Source: an optimization exercise on an open RTL-to-GDS flow (aim: small area). Production flows keep margins and buffers that such runs may drop.
At most, simulation tests tie the RTL to the original design; equivalence was not proved.

## v18
// complex_mult_pipe
module complex_mult_pipe (
    input  logic        clk,
    input  logic        rst,
    input  logic        in_valid,
    output logic        in_ready,
    input  logic [15:0] a_re,
    input  logic [15:0] a_im,
    input  logic [15:0] b_re,
    input  logic [15:0] b_im,
    input  logic        conj_en,
    output logic        out_valid,
    input  logic        out_ready,
    output logic [15:0] y_re,
    output logic [15:0] y_im,
    output logic        ovf
);
    logic ii_neg0;
    logic ii_neg1;
    logic ii_neg2;
    logic ii_neg3;
    logic ii_neg4;
    logic ii_neg5;
    logic ii_neg6;
    logic ii_neg7;
    logic ii_one0;
    logic ii_one1;
    logic ii_one2;
    logic ii_one3;
    logic ii_one4;
    logic ii_one5;
    logic ii_one6;
    logic ii_one7;
    logic ii_pp0_0;
    logic ii_pp0_1;
    logic ii_pp0_10;
    logic ii_pp0_11;
    logic ii_pp0_12;
    logic ii_pp0_13;
    logic ii_pp0_14;
    logic ii_pp0_15;
    logic ii_pp0_16;
    logic ii_pp0_2;
    logic ii_pp0_3;
    logic ii_pp0_4;
    logic ii_pp0_5;
    logic ii_pp0_6;
    logic ii_pp0_7;
    logic ii_pp0_8;
    logic ii_pp0_9;
    logic ii_pp1_0;
    logic ii_pp1_1;
    logic ii_pp1_10;
    logic ii_pp1_11;
    logic ii_pp1_12;
    logic ii_pp1_13;
    logic ii_pp1_14;
    logic ii_pp1_15;
    logic ii_pp1_16;
    logic ii_pp1_2;
    logic ii_pp1_3;
    logic ii_pp1_4;
  ...
Size in the first run: roughly 100 I/O pins.
Settings: LEC_CHECK=0, ABC_AREA=1, CAP_MARGIN=20, CORE_MARGIN=2, CORE_UTILIZATION=45, SLEW_MARGIN=20; clock period 8.0 ns.
standard.sh (not shown) runs the stock make flow with config.mk's settings and CLKGATE_MAP_FILE= SYNTH_SCRIPT=/design/flow/synth_recipe.tcl, a recipe that flattens the netlist after the stock synthesis.
==> flow/flow/run.sh <==
#!/bin/bash
# The standard layout (standard.sh) with these changes:
# - after synthesis, flow/polopt.py removes inverters between full adders by choosing each
#   full adder's polarity (a full adder is self-dual); registers and logic are unchanged;
# - ports are buffered with sky130_fd_sc_hd__buf_1 instead of the default delay cell;
# - clock tree synthesis uses smaller clock buffers and no dummy loads.
set -uo pipefail
R=orfs/results/${FLOW_PLATFORM}/complex_mult_pipe/base
bash standard.sh synth > synth.log 2>&1 || exit 1
cp "$R/1_2_yosys.v" "$R/1_2_yosys_std.v"
if python3 flow/polopt.py "$R/1_2_yosys_std.v" "$R/1_2_yosys_pol.v" 400000 > polopt.log 2>&1; then
  cp "$R/1_2_yosys_pol.v" "$R/1_2_yosys.v"
else
  echo "polopt failed; keeping the standard netlist" >> polopt.log
fi
touch "$R/1_2_yosys.v"
bash standard.sh finish \
  "BUFFER_PORTS_ARGS=-buffer_cell sky130_fd_sc_hd__buf_1" \
  "CTS_ARGS=-sink_clustering_enable -repair_clock_nets -dont_use_dummy_load -buf_list {sky130_fd_sc_hd__clkbuf_4 sky130_fd_sc_hd__clkbuf_8}" \
  > layout.log 2>&1 || exit 1
Other scripts of this flow, unchanged in this note and not shown: flow/flow/polopt.py
v18 reached the final stage; the timing, DRC and antenna checks on its layout passed.
The following lists how v10 was set up differently from v18:
diff --git a/flow/flow/run.sh b/flow/flow/run.sh
--- a/flow/flow/run.sh
+++ b/flow/flow/run.sh
@@ -16,2 +16,5 @@
 touch "$R/1_2_yosys.v"
+# From placement on, repair may use only small buffers (buf_1, buf_2): the nets it buffers here
+# are short high-fanout nets, for which buf_4 and up mostly waste area.
+echo 'export DONT_USE_CELLS += sky130_fd_sc_hd__buf_4 sky130_fd_sc_hd__buf_6 sky130_fd_sc_hd__buf_8 sky130_fd_sc_hd__buf_12 sky130_fd_sc_hd__buf_16 sky130_fd_sc_hd__bufbuf_8 sky130_fd_sc_hd__bufbuf_16' >> config.mk
 bash standard.sh finish \
diff --git a/flow/config.mk b/flow/config.mk
--- a/flow/config.mk
+++ b/flow/config.mk
@@ -12 +12,2 @@
 export SLEW_MARGIN = 20
+export DONT_USE_CELLS += sky130_fd_sc_hd__buf_4 sky130_fd_sc_hd__buf_6 sky130_fd_sc_hd__buf_8 sky130_fd_sc_hd__buf_12 sky130_fd_sc_hd__buf_16 sky130_fd_sc_hd__bufbuf_8 sky130_fd_sc_hd__bufbuf_16
--- outcome ---
v18 → v10: number of instances in the synthesized netlist was more or less identical, final-layout worst hold slack level, via count of the first global-routing pass went up about 0.8%. Compare v18 and v10 | placed instance area higher: v18. v10: utilization 1.0 points below v18. When the final numbers for v18 and v10 were put side by side, the cell area after layout turned out to be smaller in v10. On v10: share of the final layout cell area in multi-input gates is 1.7 points higher than what v18 gave. v10: critical path depth is 25% higher than what v18 reported.
No run of this note included a check of the RTL's function; only the layout flow was run.

* * *

Another version of the RTL of complex_mult_pipe (not shown whole).
Size in the first run: about 100 I/O pins.
clock: 8.0 ns
lec_check: 0
abc_area: 1
cap_margin: 5
core_margin: 2
core_utilization: 45
slew_margin: 5
==> flow/flow/run.sh <==
#!/bin/bash
# The standard layout (standard.sh) with these changes:
# - after synthesis, flow/polopt.py removes inverters between full adders by choosing each
#   full adder's polarity (a full adder is self-dual); registers and logic are unchanged;
# - ports are buffered with sky130_fd_sc_hd__buf_1 instead of the default delay cell;
# - clock tree synthesis uses smaller clock buffers and no dummy loads.
set -uo pipefail
R=orfs/results/${FLOW_PLATFORM}/complex_mult_pipe/base
bash standard.sh synth > synth.log 2>&1 || exit 1
cp "$R/1_2_yosys.v" "$R/1_2_yosys_std.v"
if python3 flow/polopt.py "$R/1_2_yosys_std.v" "$R/1_2_yosys_pol.v" 400000 > polopt.log 2>&1; then
  cp "$R/1_2_yosys_pol.v" "$R/1_2_yosys.v"
else
  echo "polopt failed; keeping the standard netlist" >> polopt.log
fi
touch "$R/1_2_yosys.v"
bash standard.sh finish \
  "BUFFER_PORTS_ARGS=-buffer_cell sky130_fd_sc_hd__buf_1" \
  "CTS_ARGS=-sink_clustering_enable -repair_clock_nets -dont_use_dummy_load -buf_list {sky130_fd_sc_hd__clkbuf_4 sky130_fd_sc_hd__clkbuf_8} -sink_clustering_size 30 -sink_clustering_max_diameter 80" \
  > layout.log 2>&1 || exit 1
Other scripts of this flow, unchanged in this note and not shown: flow/flow/polopt.py
The starting point passed the timing, DRC and antenna checks.
Next try:
==> flow/flow/run.sh (replaced) <==
#!/bin/bash
# The standard layout (standard.sh) with one step added after synthesis: flow/polopt.py
# removes inverters between full adders by choosing each full adder's polarity (a full adder
# is self-dual), which leaves the registers and the logic function unchanged.
set -uo pipefail
R=orfs/results/${FLOW_PLATFORM}/complex_mult_pipe/base
bash standard.sh synth > synth.log 2>&1 || exit 1
cp "$R/1_2_yosys.v" "$R/1_2_yosys_std.v"
if python3 flow/polopt.py "$R/1_2_yosys_std.v" "$R/1_2_yosys_pol.v" 400000 > polopt.log 2>&1; then
  cp "$R/1_2_yosys_pol.v" "$R/1_2_yosys.v"
else
  echo "polopt failed; keeping the standard netlist" >> polopt.log
fi
touch "$R/1_2_yosys.v"
bash standard.sh finish > layout.log 2>&1 || exit 1
- CAP_MARGIN: 5 -> 20
- CORE_UTILIZATION: 45 -> 40
- SLEW_MARGIN: 5 -> 20
Effect:
- The new run ran to the end with no violations
- utilization went down by 3.8 points
- clock skew went down by 19 ps
- final cell count went up by 4.7%
- critical path depth is unchanged
- routed wire length went up by about 2.6%
Next try:
==> flow/flow/run.sh (replaced) <==
#!/bin/bash
# The standard layout (standard.sh) with these changes:
# - after synthesis, flow/polopt.py removes inverters between full adders by choosing each
#   full adder's polarity (a full adder is self-dual); registers and logic are unchanged;
# - ports are buffered with sky130_fd_sc_hd__buf_1 instead of the default delay cell;
# - clock tree synthesis uses smaller clock buffers and no dummy loads.
set -uo pipefail
R=orfs/results/${FLOW_PLATFORM}/complex_mult_pipe/base
bash standard.sh synth > synth.log 2>&1 || exit 1
cp "$R/1_2_yosys.v" "$R/1_2_yosys_std.v"
if python3 flow/polopt.py "$R/1_2_yosys_std.v" "$R/1_2_yosys_pol.v" 400000 > polopt.log 2>&1; then
  cp "$R/1_2_yosys_pol.v" "$R/1_2_yosys.v"
else
  echo "polopt failed; keeping the standard netlist" >> polopt.log
fi
touch "$R/1_2_yosys.v"
bash standard.sh finish \
  "BUFFER_PORTS_ARGS=-buffer_cell sky130_fd_sc_hd__buf_1" \
  "CTS_ARGS=-sink_clustering_enable -repair_clock_nets -dont_use_dummy_load -buf_list {sky130_fd_sc_hd__clkbuf_4 sky130_fd_sc_hd__clkbuf_8}" \
  > layout.log 2>&1 || exit 1
- CORE_UTILIZATION: 40 -> 45
Routed wire length shrinks by about 2.4%.
Utilization is higher by 3.8 points.

==> what the ideal ports hide <==
The flow's constraints put no driver on any port. The routed layouts listed below were extracted and timed again, unchanged, in two steps.
Step 1: set_driving_cell puts a clkbuf_16 on clk and a buf_2 on each other input, an assumption about the parent block.
Step 2 also shifts input and output timing later by t, the mid clock arrival at the registers, as if the neighbouring blocks saw the same clock.
Three values: ideal ports, drivers, drivers and shift; two values: the first two.
| run | shift t [ns] | setup slack, ns | clock arrival spread, ns | pins driven straight from the clock port |
|---|---|---|---|---|
| v18 | 0.454 | 0.234 / 0.264 / -0.189 | 0.033 / 0.033 | 1 |
| v10 | 0.449 | 0.144 / 0.137 / -0.311 | 0.036 / 0.035 | 1 |
| the first run of note 2 | 0.622 | 0.582 / 0.582 / 0.582 | 0.042 / 0.042 | 1 |
| the second run of note 2 | 0.550 | 0.658 / 0.658 / 0.658 | 0.022 / 0.022 | 1 |
| the third run of note 2 | 0.621 | 0.558 / 0.558 / 0.558 | 0.041 / 0.042 | 1 |
With both steps, setup timing fails in v18 and v10, where it was met with ideal ports. The setup slack of v10, which loses most, moves by -0.007 ns with the drivers and by -0.455 ns with both steps.
